From an optimization exercise on the open Yosys and OpenROAD flow, aimed at small area, a short achievable clock period and few clock cycles per item; shortcuts taken in it are not production practice. The RTL was checked by simulation tests, not by an equivalence proof against the original design. Power and IR drop assume default switching activity.

==> design/flow/design.v <==
`default_nettype none
package skt_pkg;
   localparam int DEPTH = 64;
   localparam int KEY_WIDTH = 32;
   localparam int IDX_W = $clog2(DEPTH);
   localparam int CNT_W = $clog2(DEPTH + 1);
   localparam logic [2:0] CMD_INSERT     = 3'd0;
   localparam logic [2:0] CMD_REMOVE_KEY = 3'd1;
   localparam logic [2:0] CMD_FIND       = 3'd2;
   localparam logic [2:0] CMD_FIND_NEXT  = 3'd3;
   localparam logic [2:0] CMD_READ_IDX   = 3'd4;
   localparam logic [2:0] CMD_REMOVE_IDX = 3'd5;
   localparam logic [2:0] CMD_CLEAR      = 3'd6;
   localparam logic [2:0] ST_OK      = 3'd0;
   localparam logic [2:0] ST_NOTFND  = 3'd1;
   localparam logic [2:0] ST_DUP     = 3'd2;
   localparam logic [2:0] ST_FULL    = 3'd3;
   localparam logic [2:0] ST_REFUSED = 3'd4;
   localparam logic REG_ALLOW_DUP = 1'b0;
   localparam logic REG_UNSORTED  = 1'b1;
endpackage
`default_nettype wire
`default_nettype none
module skt_ram #(
   parameter int WIDTH = 32,
   parameter int DEPTH_W = 64
) (
   input  wire logic                       clock,
   input  wire logic                       we,
   input  wire logic [$clog2(DEPTH_W)-1:0] waddr,
   input  wire logic [WIDTH-1:0]           wdata,
   input  wire logic [$clog2(DEPTH_W)-1:0] raddr,
   output      logic [WIDTH-1:0]           rdata
);
   logic [WIDTH-1:0] mem [DEPTH_W];
   always_ff @(posedge clock) begin
      if (we) mem[waddr] <= wdata;
      rdata <= mem[raddr];
   end
endmodule
`default_nettype wire
`default_nettype none
module sorted_key_table (
   input wire logic clock,
   input wire logic reset,
   input  wire logic        req_valid,
   output      logic        req_ready,
   input  wire logic [2:0]  req_cmd,
   input  wire logic [31:0] req_key,
   input  wire logic [5:0]  req_slot_index,
   output      logic        rsp_valid,
   input  wire logic        rsp_ready,
   output      logic [2:0]  rsp_status,
   output      logic [31:0] rsp_key_out,
   output      logic [6:0]  rsp_entries_now,
   input  wire logic        csr_valid,
   output      logic        csr_ready,
   input  wire logic [31:0] csr_index,
   input  wire logic [31:0] csr_data
);
   localparam int D = skt_pkg::DEPTH;
   localparam int W = skt_pkg::KEY_WIDTH;
   function automatic logic [1:0] cmp_gt_eq(input logic [W-1:0] t, input logic [W-1:0] kb);
      logic [W-1:0] g, e;
      g = t & kb;
      e = t ^ kb;
      for (int w = W / 2; w >= 1; w = w / 2) begin
         for (int i = 0; i < w; i++) begin
            g[i] = g[2*i+1] | (e[2*i+1] & g[2*i]);
            e[i] = e[2*i+1] & e[2*i];
         end
      end
      cmp_gt_eq = {g[0], e[0]};
   endfunction
   function automatic logic [D-1:0] pos_below(input logic [5:0] h, input logic [6:0] x);
      logic [6:0] y;
      logic [D-1:0] ge_h, lt_y;
      y = 7'(h) + x;
      for (int j = 0; j < D; j++) begin
         ge_h[j] = 6'(j) >= h;
         lt_y[j] = 6'(j) < y[5:0];
      end
      pos_below = y[6] ? (ge_h | lt_y) : (ge_h & lt_y);
   endfunction
   function automatic logic [D-1:0] onehot6(input logic [5:0] a);
      for (int j = 0; j < D; j++) onehot6[j] = 6'(j) == a;
   endfunction
   function automatic logic [D-1:0] prev(input logic [D-1:0] x);
      prev = {x[D-2:0], x[D-1]};
   endfunction
   function automatic logic [D-1:0] next(input logic [D-1:0] x);
      next = {x[0], x[D-1:1]};
   endfunction
   logic [D-1:0][W-1:0] tbl;
   logic [6:0]  n_ff;
   logic [5:0]  h_ff;
   logic [D-1:0] valid, at_n, is_head;    
   logic        dup_ff, uns_ff;
   logic        a_v;
   logic [2:0]  a_cmd;
   logic [W-1:0] a_kb;                    
   logic [5:0]  a_slot;
   logic        b_v;
   logic [2:0]  b_cmd;
   logic [W-1:0] b_key;
   logic [5:0]  b_slot;
   logic [D-1:0] bs_oh, bs_le;            
   logic [D-1:0] bg_ff, be_ff;            
   logic [D-1:0] p_tk, p_up;              
   logic        p_g, p_e;                 
   logic        p_h;                      
   logic        c_v, c_rd;                
   logic [2:0]  c_st;
   logic [W-1:0] c_ko;
   logic [6:0]  c_n;
   logic [D-1:0] c_sel;
   logic        srt_p0, srt_p1, srt_go;
   logic [5:0]  srt_u;                    
   logic [5:0]  srt_rp;                   
   logic [D-1:0] below_u;                 
   logic        r0_v, r1_v;
   logic [2:0]  r0_st, r1_st;
   logic [W-1:0] r0_ko, r1_ko;
   logic [6:0]  r0_n, r1_n;
   logic srt_any;                         
   logic c_rx_b;
   assign c_rx_b = b_cmd == skt_pkg::CMD_REMOVE_IDX;
   logic exec, xfer, c_push, stall;
   assign c_push = c_v && !r1_v;
   assign stall = c_rd && c_rx_b;
   assign exec = b_v && (!c_v || c_push) && !stall;
   assign xfer = a_v && (!b_v || exec);
   assign req_ready = !srt_any && (!a_v || xfer);
   assign csr_ready = !srt_any;
   assign rsp_valid = r0_v;
   assign rsp_status = r0_st;
   assign rsp_key_out = r0_ko;
   assign rsp_entries_now = r0_n;
   logic [W-1:0] kb_cmp;
   assign kb_cmp = a_kb;
   logic [D-1:0] ag, ae;
   genvar gj;
   generate
      for (gj = 0; gj < D; gj++) begin : g_cmp
         logic [1:0] c;
         assign c = cmp_gt_eq(tbl[gj], kb_cmp);
         assign ag[gj] = c[1];
         assign ae[gj] = c[0];
      end
   endgenerate
   logic [1:0] c01;
   assign c01 = cmp_gt_eq(b_key, kb_cmp);
   logic [D-1:0] as_oh, as_le;
   assign as_oh = onehot6(h_ff + a_slot);
   assign as_le = pos_below(h_ff, 7'(a_slot) + 7'd1);
   logic [D-1:0] gt, eq;    
   assign gt = (p_tk & {D{p_g}}) | (p_up & prev(bg_ff)) | (~(p_tk | p_up) & bg_ff);
   assign eq = (p_tk & {D{p_e}}) | (p_up & prev(be_ff)) | (~(p_tk | p_up) & be_ff);
   logic c_ins, c_rk, c_fnd, c_fn, c_ri, c_rx, c_clr;
   assign c_ins = b_cmd == skt_pkg::CMD_INSERT;
   assign c_rk  = b_cmd == skt_pkg::CMD_REMOVE_KEY;
   assign c_fnd = b_cmd == skt_pkg::CMD_FIND;
   assign c_fn  = b_cmd == skt_pkg::CMD_FIND_NEXT;
   assign c_ri  = b_cmd == skt_pkg::CMD_READ_IDX;
   assign c_rx  = b_cmd == skt_pkg::CMD_REMOVE_IDX;
   assign c_clr = b_cmd == skt_pkg::CMD_CLEAR;
   logic [D-1:0] ge_h, slot_le, slot_oh;
   assign slot_le = p_h ? prev(bs_le) : bs_le;
   assign slot_oh = p_h ? prev(bs_oh) : bs_oh;
   always_comb for (int j = 0; j < D; j++) ge_h[j] = 6'(j) >= h_ff;
   logic [D-1:0] le, eqv, lev;
   assign le = ~gt;
   assign eqv = eq & valid;
   assign lev = le & valid;
   logic found, full, slot_ok;
   assign found = |eqv;
   assign full = n_ff[6];
   assign slot_ok = 7'(b_slot) < n_ff;
   logic [D-1:0] ins_reg;
   assign ins_reg = at_n | (uns_ff ? '0 : (valid & ~le));
   logic [D-1:0] eq_hi, pre_all, pre_hi, eq_before;
   assign eq_hi = eqv & ge_h;
   always_comb begin
      pre_all[0] = 1'b0;
      pre_hi[0] = 1'b0;
      for (int j = 1; j < D; j++) begin
         pre_all[j] = pre_all[j-1] | eqv[j-1];
         pre_hi[j] = pre_hi[j-1] | eq_hi[j-1];
      end
   end
   assign eq_before = (ge_h & pre_hi) | (~ge_h & ({D{|eq_hi}} | pre_all));
   logic [D-1:0] rk_reg;
   assign rk_reg = ~is_head & (uns_ff ? ~eq_before : prev(~gt & ~eq & valid));
   logic [D-1:0] srt_m, srt_r;
   assign srt_m = below_u | lev;
   assign srt_r = (~srt_m & valid) | at_n;
   logic [D-1:0] fn_oh;
   assign fn_oh = valid & ~le & (is_head | prev(lev));
   logic fn_ok;
   assign fn_ok = |fn_oh;
   logic do_ins, do_rk, do_rx;
   assign do_ins = exec && c_ins && !(found && !dup_ff) && !full;
   assign do_rk  = exec && c_rk && found;
   assign do_rx  = exec && c_rx && slot_ok;
   logic [D-1:0] tk, up;
   assign tk = ({D{do_ins}} & ins_reg & (is_head | ~prev(ins_reg))) |
               ({D{srt_go}} & srt_r & prev(srt_m));
   assign up = ({D{do_ins}} & ins_reg & ~is_head & prev(ins_reg)) |
               ({D{do_rk}} & rk_reg) | ({D{do_rx}} & slot_le & ~is_head) |
               ({D{srt_go}} & srt_r & ~prev(srt_m));
   generate
      for (gj = 0; gj < D; gj++) begin : g_ent
         logic [W-1:0] up_v;
         assign up_v = tbl[(gj + D - 1) % D];
         logic hold;
         assign hold = ~(tk[gj] | up[gj]);
         always_ff @(posedge clock) begin
            tbl[gj] <= ({W{hold}} & tbl[gj]) | ({W{tk[gj]}} & b_key) | ({W{up[gj]}} & up_v);
         end
      end
   endgenerate
   logic [D-1:0] rsel;
   logic slot_en;
   assign slot_en = !srt_any && !c_rd;
   assign rsel = ({D{srt_any}} & onehot6(srt_rp)) | c_sel | ({D{slot_en}} & slot_oh);
   logic [W-1:0] rd;
   always_comb begin
      rd = '0;
      for (int j = 0; j < D; j++) rd = rd | ({W{rsel[j]}} & tbl[j]);
   end
   logic [2:0]  st;
   logic [W-1:0] ko;
   always_comb begin
      st = skt_pkg::ST_OK;
      ko = '0;
      if (c_ins) begin
         if (found && !dup_ff) st = skt_pkg::ST_DUP;
         else if (full) st = skt_pkg::ST_FULL;
      end else if (c_rk || c_fnd) begin
         if (found) ko = b_key;
         else st = skt_pkg::ST_NOTFND;
      end else if (c_fn) begin
         if (uns_ff) st = skt_pkg::ST_REFUSED;
         else if (!fn_ok) st = skt_pkg::ST_NOTFND;
      end else if (c_ri || c_rx) begin
         if (!slot_ok) st = skt_pkg::ST_REFUSED;
         else if (c_rx) ko = rd;
      end else if (!c_clr) st = skt_pkg::ST_REFUSED;
   end
   logic [D-1:0] sel_in;
   assign sel_in = (c_fn && !uns_ff) ? fn_oh : (c_ri && slot_ok) ? slot_oh : '0;
   logic [6:0] n_in;
   always_comb begin
      n_in = n_ff;
      if (exec && c_clr) n_in = '0;
      else if (do_ins) n_in = n_ff + 7'd1;
      else if (do_rk || do_rx) n_in = n_ff - 7'd1;
   end
   logic csr_go, csr_uns;
   assign csr_go = csr_valid && csr_ready;
   assign csr_uns = csr_go && (csr_index == 32'(skt_pkg::REG_UNSORTED));
   logic [W-1:0] c_kout;
   assign c_kout = c_rd ? rd : c_ko;
   logic acc, pop, bx;
   assign acc = req_valid && req_ready;
   assign pop = r0_v && rsp_ready;
   assign bx = xfer || srt_p1 || srt_go;    
   always_ff @(posedge clock) begin
      if (reset) begin
         n_ff <= '0; h_ff <= '0; dup_ff <= 1'b0; uns_ff <= 1'b0;
         valid <= '0; at_n <= D'(1); is_head <= D'(1);
         a_v <= 1'b0; b_v <= 1'b0; c_v <= 1'b0; r0_v <= 1'b0; r1_v <= 1'b0;
         srt_p0 <= 1'b0; srt_p1 <= 1'b0; srt_go <= 1'b0; srt_any <= 1'b0;
         c_rd <= 1'b0; c_sel <= '0;
      end else begin
         n_ff <= n_in;
         if (do_rk || do_rx || srt_go) h_ff <= h_ff + 6'd1;
         if (exec && c_clr) begin
            valid <= '0; at_n <= is_head;
         end else if (do_ins) begin
            valid <= valid | at_n; at_n <= prev(at_n);
         end else if (do_rk || do_rx) begin
            valid <= valid & ~is_head; is_head <= prev(is_head);
         end else if (srt_go) begin
            valid <= (valid & ~is_head) | at_n;
            is_head <= prev(is_head); at_n <= prev(at_n);
         end
         if (csr_go && csr_index == 32'(skt_pkg::REG_ALLOW_DUP)) dup_ff <= csr_data[0];
         if (csr_uns) uns_ff <= csr_data[0];
         srt_p0 <= csr_uns && uns_ff && !csr_data[0] && n_ff > 7'd1;
         srt_p1 <= srt_p0;
         srt_any <= (csr_uns && uns_ff && !csr_data[0] && n_ff > 7'd1) || srt_p0 || srt_p1 ||
                    (srt_go && srt_u != 6'd1);
         if (exec) begin
            c_rd <= c_fn || c_ri; c_sel <= sel_in;
         end else if (c_push) begin
            c_rd <= 1'b0; c_sel <= '0;
         end
         if (srt_p1) srt_go <= 1'b1;
         else if (srt_go && srt_u == 6'd1) srt_go <= 1'b0;
         if (acc) a_v <= 1'b1;
         else if (xfer) a_v <= 1'b0;
         if (xfer) b_v <= 1'b1;
         else if (exec) b_v <= 1'b0;
         if (exec) c_v <= 1'b1;
         else if (c_push) c_v <= 1'b0;
         if (r0_v && !pop) begin
            if (c_push) r1_v <= 1'b1;
         end else begin
            if (r1_v) r1_v <= 1'b0;
            else r0_v <= c_push;
         end
      end
      if (acc) begin
         a_cmd <= req_cmd; a_kb <= ~req_key; a_slot <= req_slot_index;
      end else if (srt_any) begin
         a_kb <= ~rd;    
      end
      if (bx) begin
         b_cmd <= a_cmd; b_key <= ~a_kb; b_slot <= a_slot;
         bg_ff <= ag; be_ff <= ae;
         bs_oh <= as_oh; bs_le <= as_le;
      end else begin
         bg_ff <= gt; be_ff <= eq;
         bs_oh <= slot_oh; bs_le <= slot_le;
      end
      p_tk <= tk; p_up <= up;
      p_h <= do_rk || do_rx || srt_go;
      if (exec) begin
         c_st <= st; c_ko <= ko; c_n <= n_in;
      end
      p_g <= c01[1]; p_e <= c01[0];
      if (srt_any) begin
         srt_rp <= srt_rp + 6'd1;
      end else begin
         srt_rp <= h_ff;
      end
      if (srt_p1) begin
         srt_u <= 6'(n_ff - 7'd1);
         below_u <= valid & ~next(at_n);
      end else if (srt_go) begin
         srt_u <= srt_u - 6'd1;
         below_u <= below_u & ~is_head;
      end
      if (r0_v && !pop) begin
         if (c_push) begin r1_st <= c_st; r1_ko <= c_kout; r1_n <= c_n; end
      end else if (r1_v) begin
         r0_st <= r1_st; r0_ko <= r1_ko; r0_n <= r1_n;
      end else begin
         r0_st <= c_st; r0_ko <= c_kout; r0_n <= c_n;
      end
   end
endmodule
`default_nettype wire
==> design/flow/run.sh <==
#!/bin/bash
# synth_recipe.tcl (not shown) runs the flow's synth.tcl, then flattens the netlist and writes it again
# the make line also repeats each setting of config.mk as NAME=value (left out here)
make -C /OpenROAD-flow-scripts/flow DESIGN_CONFIG=/design/flow/config.mk WORK_HOME=/design/flow/orfs CLKGATE_MAP_FILE= SYNTH_SCRIPT=/design/flow/synth_recipe.tcl finish
==> design/flow/config.mk <==
export PLATFORM = sky130hd
export DESIGN_NAME = sorted_key_table
export DESIGN_NICKNAME = sorted_key_table
export VERILOG_FILES = /design/flow/design.v
export SDC_FILE = /design/flow/constraint.sdc
export NUM_CORES = 4
export LEC_CHECK = 0
export CAP_MARGIN = 20
export CELL_PAD_IN_SITES_DETAIL_PLACEMENT = 2
export CELL_PAD_IN_SITES_GLOBAL_PLACEMENT = 2
export CORE_MARGIN = 2
export CORE_UTILIZATION = 15
export PLACE_DENSITY = 0.25
export SETUP_SLACK_MARGIN = 2.5
export SLEW_MARGIN = 20
export TNS_END_PERCENT = 5
==> design/flow/constraint.sdc <==
create_clock -name core_clock -period 8.0 [get_ports {clock}]
set_input_delay 1.6000 -clock core_clock [delete_from_list [all_inputs] [get_ports {clock}]]
set_output_delay 1.6000 -clock core_clock [all_outputs]
set_load 0.01 [all_outputs]
==> impl_metrics.csv, run 1 <==
group,metric,value,unit
synthesis,synthTopCellsByArea,"dfxtp_1, ha_1, a221o_1",
synthesis,synth_top_area_cell,"dfxtp_1",
worst_setup_path,path_class,"reg -> reg",
power,leakage,100,nW
timing,fmax,0.163,GHz
synthesis,synth-simple-area-share,16.0,%
floorplan,coreArea,1.23,sq mm
worst_setup_path,r2r_start,"a_kb[28]",
synthesis,synthTopCellsByCount,"dfxtp_1, ha_1, a221o_1",
synthesis,ys_types,104,
floorplan,pin_count,155,
outcome,so_faults,"antenna violations",
min_path,hold_class,"reg -> reg",
route,dr.pass1.iters,5,
worst_setup_path,cp_max_fo,8,
clock_network,htreeDepth,5,
timing,hold_viol_final,0,
route,routed_wirelength,2410000,um
clock_network,cts_buffers,485,
synthesis,ys_seq_area_share,34.1,%
synthesis,async_reset_ff_share,0,%
placement,io_buffers,123,
job,drv_cap,0,
synthesis,syn-num-nets,21600,
synthesis,synth_xor_area_share,0.171,%
timing,setup_viol,0,
worst_setup_path,cp.arrival,7.23,ns
global_routing,grtUsageTotal,37.5,%
synthesis,synth_mux_area_share,1.58,%
clock_network,clk_latency,1.22,ns
power,power,50.4,mW
clock_network,clk_pin_slew,0.06,ns
timing,final_max_slew_viol_count,0,
placement,gp_congestion,0.956,
global_routing,grt_pass1_wl,2890000,um
route,routedWlPerCell,63.6,um
worst_setup_path,crit_required,9.12,ns
synthesis,synthCells,19400,
global_routing,grt_pass1_vias,194000,
route,drt_iter0_drc,31300,
worst_setup_path,reg2regPathDepth,9,
finish,fin_nets,22600,
route,via_count,210000,
power,peakVddDrop,212,uV
synthesis,yosysTopAreaCellShare,29.6,%
global_routing,antenna_found_initial,731,
floorplan,die-area,1.24,sq mm
clock_network,hold_buffers,0,
finish,fill_cells,138000,
floorplan,rows,407,
global_routing,overflow,0,
finish,area_growth,32.0,%
power,power_density,207,mW/mm^2
worst_setup_path,reg2reg_slack,1.88,ns
floorplan,fp.dieW,1110,um
timing,period_needed,6.12,ns
synthesis,synth.most_common_cell,"dfxtp_1",
timing,setup_slack,1.88,ns
route,route.detailed.drc,0,
timing,fin_setup_tns,0,ns
timing,max_slew.worst_pin.slew,1.43,ns
timing,skew,0.0924,ns
min_path,whs_path_depth,0,
placement,dp_hpwl,1910000,um
timing,relSlewSlack,4.80,%
synthesis,synth_top_family_by_area,"compound AO/OA/AOI/OAI gates",
timing,post-route-period-util,76.5,%
synthesis,synthAdderAreaFrac,14.4,%
route,viasPerCell,5.53,
min_path,hold_start,"a_cmd[0]",
finish,multi_input_area,0.119,sq mm
finish,regArea,0.0629,sq mm
synthesis,synth_edf_count,278,
synthesis,synth_compound_area_share,30.0,%
clock_network,cts_sinks,3000,
outcome,status,"failed layout checks",
synthesis,synth_area_per_cell,9.48,sq um
clock_network,cts_tree,"yes",
global_routing,grt_start_max_net_pins,77,
floorplan,start_util,15.0,%
route,drtAntennaViolNets,2,
clock_network,root_buffer,"clkbuf_16",
worst_setup_path,end_kind,"flop",
synthesis,yosys_warnings,1,
min_path,min_to,"b_cmd[0]",
synthesis,syn_area,0.184,sq mm
worst_setup_path,crit_path_start_kind,"flop",
floorplan,die_y,1110,um
synthesis,synth-main-ff-cell,"dfxtp_1",
synthesis,yosys_register_bits,3000,
placement,place_ws,0.700,ns
worst_setup_path,r2r-end,"be_ff[26]",
clock_network,cts.path.max_buffers,5,
finish,drive_gt1_share,16.6,%
timing,rsz0062_at_grt,"yes",
per-layer routing:
layer  vias to the layer above  share of wire [%]  global-route usage (%)
met4                        84                6.4                    21.2
met3                      2501                7.5                    7.67
met5                         -              0.024                       0
met2                     12100                 41                    53.9
li1                      79900                  -                       -
met1                    115000                 45                    51.8
what timing repair did:
| action | in CTS | in global routing |
|---|---|---|
| endpoints found under the setup margin | 2526 | 874 |
| resized for setup | 120 | 49 |
| setup buffers | 45 | 23 |
| pin swaps | 22 | 2 |
logic make-up after synthesis:
kind of cell / Yosys count
AOI/OAI and AO/OA: 6947
and+or+nand+nor: 5315
DFF: 3000
adders and majority gates: 2113
buffers and inverters: 1730
muxes: 280
xor gates and xnor gates: 36
how the worst max path moves through the flow:
stage / start / end / slack (ns) / cells after the start
floorplan: rsp_ready / r1_ko[0] / 3.05 / 3
global placement: h_ff[1] / tbl[581] / -0.53 / 18
detailed placement: h_ff[1] / tbl[5] / 0.70 / 16
CTS: srt_any / r0_ko[2] / 2.15 / 13
global route: a_kb[24] / bg_ff[3] / 2.31 / 9
finish: a_kb[28] / be_ff[26] / 1.88 / 9
layout by cell type, fill, tap and decap left out, types with 278 or more instances in the layout:
cell type	Yosys	layout
a21o_1	955	950
a221oi_1	595	546
a221o_1	1754	1747
nor2b_1	330	327
o21ai_0	622	552
nor2_1	959	916
ha_1	2105	2104
a22o_1	900	892
nand4_1	610	610
a21oi_1	909	859
buf_4	10	1357
edfxtp_1	278	278
clkbuf_16	0	500
and2_1	1656	1656
nand2_1	546	527
buf_12	0	443
nand2b_1	306	301
dfxtp_1	2722	2700
diode_2	0	819
power breakdown:
| group | total (mW) | leakage (nW) | internal, mW | switching, mW |
|---|---|---|---|---|
| logic | 8.60 | 67.5 | 2.42 | 6.19 |
| clock network | 23.6 | 8.10 | 13.6 | 9.94 |
| registers | 18.2 | 24.7 | 15.9 | 2.26 |
layout make-up:
cell class / count / share of cell area (%)
inverter: 246 / 0.389
clock buffer: 726 / 5.93
sequential: 3000 / 25.9
tap: 16400 / 8.42
multi-input combinational: 14700 / 49.1
antenna: 819 / 0.843
clock inverter: 162 / 0.806
timing repair buffer: 1956 / 8.57
state kept, by name, indices dropped and copies added (netlist names), 64 cells and up:
signal / count
bg_ff: 64
c_sel: 64
at_n: 64
valid: 64
below_u: 64
be_ff: 64
p_up: 64
p_tk: 64
tbl: 2048
is_head: 64
bs_oh: 64
bs_le: 64
metrics by stage:
stage          utilization [%]  area [sq um]  hold slack [ns]  std cells
3_3_place_gp              18.1        222000            0.433      36200
4_1_cts                   19.6        240000            0.442      37100
5_1_grt                   19.8        242000            0.461      37600
3_5_place_dp              18.2        223000            0.407      36200
6_report                  19.8        243000            0.439      38000
2_1_floorplan                -        184000            0.400      19400
critical path, stage by stage (launching register included):
cell and delay [ns]:
edfxtp_1 1.09, buf_4 0.44, buf_4 0.33, ha_1 0.20, nand4_1 0.88, nor4_4 0.54
buf_4 0.37, nand2_1 0.72, o41ai_2 1.08, buf_4 0.26
Testbench counts, summed over its fixed seeds: cycles 6,120, ops 5,464.
==> run 2: changes to the inputs <==
--- a/design/flow/design.v
+++ b/design/flow/design.v
@@ -116,26 +116,27 @@
    logic [D-1:0] c_sel;
    logic        srt_p0, srt_p1, srt_go;
    logic [5:0]  srt_u;                    
-   logic [5:0]  srt_rp;                   
+   logic [D-1:0] srt_rp;                  
    logic [D-1:0] below_u;                 
-   logic        r0_v, r1_v;
-   logic [2:0]  r0_st, r1_st;
-   logic [W-1:0] r0_ko, r1_ko;
-   logic [6:0]  r0_n, r1_n;
+   logic [1:0]  q_cnt;                    
+   logic        q_wp, q_rp;               
+   logic [2:0]  q_st [2];
+   logic [W-1:0] q_ko [2];
+   logic [6:0]  q_n [2];
    logic srt_any;                         
    logic c_rx_b;
    assign c_rx_b = b_cmd == skt_pkg::CMD_REMOVE_IDX;
    logic exec, xfer, c_push, stall;
-   assign c_push = c_v && !r1_v;
+   assign c_push = c_v && !q_cnt[1];
    assign stall = c_rd && c_rx_b;
    assign exec = b_v && (!c_v || c_push) && !stall;
    assign xfer = a_v && (!b_v || exec);
    assign req_ready = !srt_any && (!a_v || xfer);
    assign csr_ready = !srt_any;
-   assign rsp_valid = r0_v;
-   assign rsp_status = r0_st;
-   assign rsp_key_out = r0_ko;
-   assign rsp_entries_now = r0_n;
+   assign rsp_valid = q_cnt != 2'd0;
+   assign rsp_status = q_st[q_rp];
+   assign rsp_key_out = q_ko[q_rp];
+   assign rsp_entries_now = q_n[q_rp];
    logic [W-1:0] kb_cmp;
    assign kb_cmp = a_kb;
    logic [D-1:0] ag, ae;
@@ -222,7 +223,7 @@
    logic [D-1:0] rsel;
    logic slot_en;
    assign slot_en = !srt_any && !c_rd;
-   assign rsel = ({D{srt_any}} & onehot6(srt_rp)) | c_sel | ({D{slot_en}} & slot_oh);
+   assign rsel = ({D{srt_any}} & srt_rp) | c_sel | ({D{slot_en}} & slot_oh);
    logic [W-1:0] rd;
    always_comb begin
       rd = '0;
@@ -263,13 +264,14 @@
    assign c_kout = c_rd ? rd : c_ko;
    logic acc, pop, bx;
    assign acc = req_valid && req_ready;
-   assign pop = r0_v && rsp_ready;
+   assign pop = rsp_valid && rsp_ready;
    assign bx = xfer || srt_p1 || srt_go;    
    always_ff @(posedge clock) begin
       if (reset) begin
          n_ff <= '0; h_ff <= '0; dup_ff <= 1'b0; uns_ff <= 1'b0;
          valid <= '0; at_n <= D'(1); is_head <= D'(1);
-         a_v <= 1'b0; b_v <= 1'b0; c_v <= 1'b0; r0_v <= 1'b0; r1_v <= 1'b0;
+         a_v <= 1'b0; b_v <= 1'b0; c_v <= 1'b0;
+         q_cnt <= 2'd0; q_wp <= 1'b0; q_rp <= 1'b0;
          srt_p0 <= 1'b0; srt_p1 <= 1'b0; srt_go <= 1'b0; srt_any <= 1'b0;
          c_rd <= 1'b0; c_sel <= '0;
       end else begin
@@ -304,12 +306,9 @@
          else if (exec) b_v <= 1'b0;
          if (exec) c_v <= 1'b1;
          else if (c_push) c_v <= 1'b0;
-         if (r0_v && !pop) begin
-            if (c_push) r1_v <= 1'b1;
-         end else begin
-            if (r1_v) r1_v <= 1'b0;
-            else r0_v <= c_push;
-         end
+         q_cnt <= q_cnt + {1'b0, c_push} - {1'b0, pop};
+         if (c_push) q_wp <= !q_wp;
+         if (pop) q_rp <= !q_rp;
       end
       if (acc) begin
          a_cmd <= req_cmd; a_kb <= ~req_key; a_slot <= req_slot_index;
@@ -331,9 +330,9 @@
       end
       p_g <= c01[1]; p_e <= c01[0];
       if (srt_any) begin
-         srt_rp <= srt_rp + 6'd1;
+         srt_rp <= prev(srt_rp);
       end else begin
-         srt_rp <= h_ff;
+         srt_rp <= is_head;
       end
       if (srt_p1) begin
          srt_u <= 6'(n_ff - 7'd1);
@@ -342,12 +341,8 @@
          srt_u <= srt_u - 6'd1;
          below_u <= below_u & ~is_head;
       end
-      if (r0_v && !pop) begin
-         if (c_push) begin r1_st <= c_st; r1_ko <= c_kout; r1_n <= c_n; end
-      end else if (r1_v) begin
-         r0_st <= r1_st; r0_ko <= r1_ko; r0_n <= r1_n;
-      end else begin
-         r0_st <= c_st; r0_ko <= c_kout; r0_n <= c_n;
+      if (c_push) begin
+         q_st[q_wp] <= c_st; q_ko[q_wp] <= c_kout; q_n[q_wp] <= c_n;
       end
    end
 endmodule
--- a/design/flow/config.mk
+++ b/design/flow/config.mk
@@ -9,8 +9,8 @@
 export CELL_PAD_IN_SITES_DETAIL_PLACEMENT = 2
 export CELL_PAD_IN_SITES_GLOBAL_PLACEMENT = 2
 export CORE_MARGIN = 2
-export CORE_UTILIZATION = 15
-export PLACE_DENSITY = 0.25
-export SETUP_SLACK_MARGIN = 2.5
+export CORE_UTILIZATION = 20
+export PLACE_DENSITY = 0.3
+export SETUP_SLACK_MARGIN = 3
 export SLEW_MARGIN = 20
 export TNS_END_PERCENT = 5
==> impl_metrics.csv, run 2 <==
group,metric,value,unit
synthesis,yosys_register_bits,3061,
synthesis,synth-main-ff-cell,"dfxtp_1",
global_routing,grt_pass1_vias,192000,
route,viasPerCell,6.22,
synthesis,syn-num-nets,22100,
worst_setup_path,worst_path_dominant_cell_family,"simple AND/OR/NAND/NOR gates",
floorplan,start_util,20.0,%
timing,fmax,0.181,GHz
clock_network,cts_sinks,3061,
synthesis,yosysTopAreaCellShare,30.0,%
floorplan,die_y,968,um
finish,drive_gt1_share,14.2,%
synthesis,synth_edf_count,278,
finish,layout_commonest_cell,"dfxtp_1",
floorplan,coreArea,0.927,sq mm
clock_network,hold_buffers,0,
synthesis,ys_seq_area_share,34.5,%
floorplan,die-area,0.937,sq mm
clock_network,clk_pin_slew,0.06,ns
worst_setup_path,cp.arrival,6.57,ns
clock_network,cts_buffers,471,
synthesis,yosys_warnings,1,
finish,top_register,"tbl",
synthesis,synth_top_area_cell,"dfxtp_1",
worst_setup_path,end_kind,"flop",
route,route.detailed.drc,0,
finish,area_growth,24.7,%
timing,hold_viol_final,0,
outcome,status,"failed layout checks",
route,via_count,208000,
timing,holdWs,0.424,ns
route,routed_wirelength,2070000,um
worst_setup_path,path_common_cell,"buf_4",
finish,largest_reg_flops,2048,
synthesis,synth_area_per_cell,9.37,sq um
timing,final_max_slew_viol_count,0,
floorplan,pin_count,155,
floorplan,fp.dieW,968,um
outcome,so_faults,"antenna violations",
placement,dp_hpwl,1590000,um
clock_network,htreeDepth,5,
min_path,hold_class,"reg -> reg",
synthesis,synthTopCellsByArea,"dfxtp_1, ha_1, a221o_1",
finish,fin_cells,33500,
power,peakVddDrop,198,uV
synthesis,ys_types,111,
worst_setup_path,crit_required,9.05,ns
clock_network,clk_latency,1.16,ns
finish,fin_nets,22600,
floorplan,rows,354,
placement,io_buffers,123,
synthesis,synthCells,19800,
synthesis,synth.most_common_cell,"dfxtp_1",
timing,post-route-period-util,69.0,%
route,routedWlPerCell,61.9,um
worst_setup_path,path_buf_inv,2,
timing,relSlewSlack,7.39,%
power,leakage,99.8,nW
global_routing,antenna_found_initial,537,
finish,fin_util,25.0,%
timing,fin_setup_tns,0,ns
synthesis,async_reset_ff_share,0,%
global_routing,grt_pass1_wl,2520000,um
synthesis,synthTopCellsByCount,"dfxtp_1, ha_1, a21o_1",
clock_network,cts.path.max_buffers,5,
worst_setup_path,crit_chain,"buf_4 -> ha_1 -> nand4_1 -> nor4_4 -> buf_4 -> nand2_1 -> or4_1 -> o21ai_0",
power,power_density,217,mW/mm^2
finish,fill_cells,103000,
placement,gp_congestion,1.00,
placement,dp.cells,31900,
route,drtAntennaViolNets,3,
worst_setup_path,slowest_stage,"or4_1",
route,dr.pass1.iters,6,
clock_network,root_buffer,"clkbuf_16",
worst_setup_path,path_class,"reg -> reg",
worst_setup_path,crit_path_start_kind,"flop",
synthesis,syn_area,0.186,sq mm
route,drt_iter0_drc,33900,
worst_setup_path,slowest_delay,1.13,ns
worst_setup_path,cp_max_fo,13,
timing,max_slew.worst_pin.slew,1.39,ns
timing,period_needed,5.52,ns
timing,rsz0062_at_grt,"yes",
global_routing,overflow,0,
job,drv_cap,0,
global_routing,grt_start_max_net_pins,94,
global_routing,grtUsageTotal,42.3,%
timing,skew,0.0775,ns
finish,final_cell_mix,"dfxtp_1, ha_1, a21o_1",
clock_network,cts_tree,"yes",
timing,setup_viol,0,
run 2: cell count changes after synthesis, moves of 50 or more:
| cell | before | now |
|---|---|---|
| a22o_1 | 900 | 1212 |
| o311ai_0 | 55 | 5 |
| inv_1 | 242 | 418 |
| and2_1 | 1656 | 1189 |
| o21ai_0 | 622 | 796 |
| buf_2 | 167 | 253 |
| a21oi_1 | 909 | 969 |
| clkbuf_1 | 1183 | 1119 |
| a22oi_1 | 71 | 255 |
| dfxtp_1 | 2722 | 2783 |
| a21o_1 | 955 | 1341 |
| a221o_1 | 1754 | 1200 |
| nand2_1 | 546 | 635 |
| nor2_1 | 959 | 1092 |
run 2: where the power goes:
| part | switching, mW | internal (mW) | leakage (nW) | total, mW |
|---|---|---|---|---|
| clock network | 9.44 | 12.3 | 7.47 | 21.8 |
| registers | 2.64 | 16.5 | 25.2 | 19.1 |
| logic | 6.48 | 2.97 | 67.1 | 9.45 |
| total | 18.6 | 31.8 | 99.8 | 50.3 |
run 2: path summary, 6_finish.rpt:
check | startpoint | to | slack [ns] | depth (start not counted)
setup reg to reg | a_kb[24] | be_ff[47] | 2.48 | 8
hold reg to reg | srt_p0 | srt_p1 | 0.42 | 2
hold / removal | srt_p0 | srt_p1 | 0.42 | 2
setup / recovery | a_kb[24] | be_ff[47] | 2.48 | 8
run 2: repair_timing:
item / 4_1_cts / 5_1_grt
buffers inserted: 123 / 57
pin swaps: 54 / 25
endpoints found under the setup margin: 2636 / 2131
gates resized for setup: 214 / 107
gates cloned: 7 / 3
run 2: cell type report:
type | instances | area, sq um | area share [%]
multi-input cells | 14900 | 119000 | 51.5
flip-flops and latches | 3061 | 64100 | 27.7
well taps | 12300 | 15400 | 6.63
repair buffers | 1486 | 15100 | 6.50
clock buffers | 700 | 13800 | 5.96
inverters | 422 | 1610 | 0.695
clock inverters | 139 | 1250 | 0.538
diodes | 492 | 1230 | 0.531
run 2: logic make-up after synthesis:
group                      count (synthesis)  share of synthesized area (%)
and+or+nand+nor                         5057                           14.7
adders and majority gates               2116                           14.2
buffers and inverters                   1890                           4.06
AOI/OAI and AO/OA                       7421                           30.9
muxes                                    259                           1.46
DFF                                     3061                           34.5
xor gates and xnor gates                  38                          0.179
run 2: metrics by stage:
step | cell area (sq um) | power [mW] | worst slack (ns)
after floorplan | 186000 | 21.6 | 3.99
after global placement | 211000 | 28.1 | 1.00
after detailed placement | 211000 | 28.2 | 0.952
after CTS | 229000 | 50.1 | 2.55
after global routing | 231000 | 51.2 | 2.73
final | 232000 | 50.3 | 2.48
run 2: metal layers:
layer	up-vias	global-route usage [%]	share of wire, %
met5	-	0	0.047
met4	86	29.9	8.3
met3	2899	11.4	9.6
met2	13300	58.0	39
met1	113000	56.8	43
li1	79300	-	-
run 2: tightest hold or removal path, stage by stage, from the launching register on:
cell,delay [ns]
dfxtp_1,0.29
inv_1,0.06
nor2_1,0.04
Testbench counts of run 2, summed over its fixed seeds: cycles 6,120, ops 5,464.

-- static timing again, ports no longer ideal --
No port has a modelled driver above. Below, the same layouts with a new extraction and two added sets of constraints. Step 1, drivers: a clkbuf_16 drives clock and a buf_2 each remaining input, both assumed. Step 2 also shifts input and output timing later by t, the mid clock arrival at the registers, as if the neighbouring blocks saw the same clock. Three values: no drivers, after step 1, after step 2; two values: the first two.
run	t (ns)	slack for setup (ns)	worst setup path after step 2	clock arrival spread, ns	worst register clock-pin slew, ns
run 1	1.367	1.884 / 1.884 / 1.884	register to register	0.098 / 0.098	0.07 / 0.07
run 2	1.297	2.481 / 2.481 / 2.481	register to register	0.078 / 0.078	0.07 / 0.07
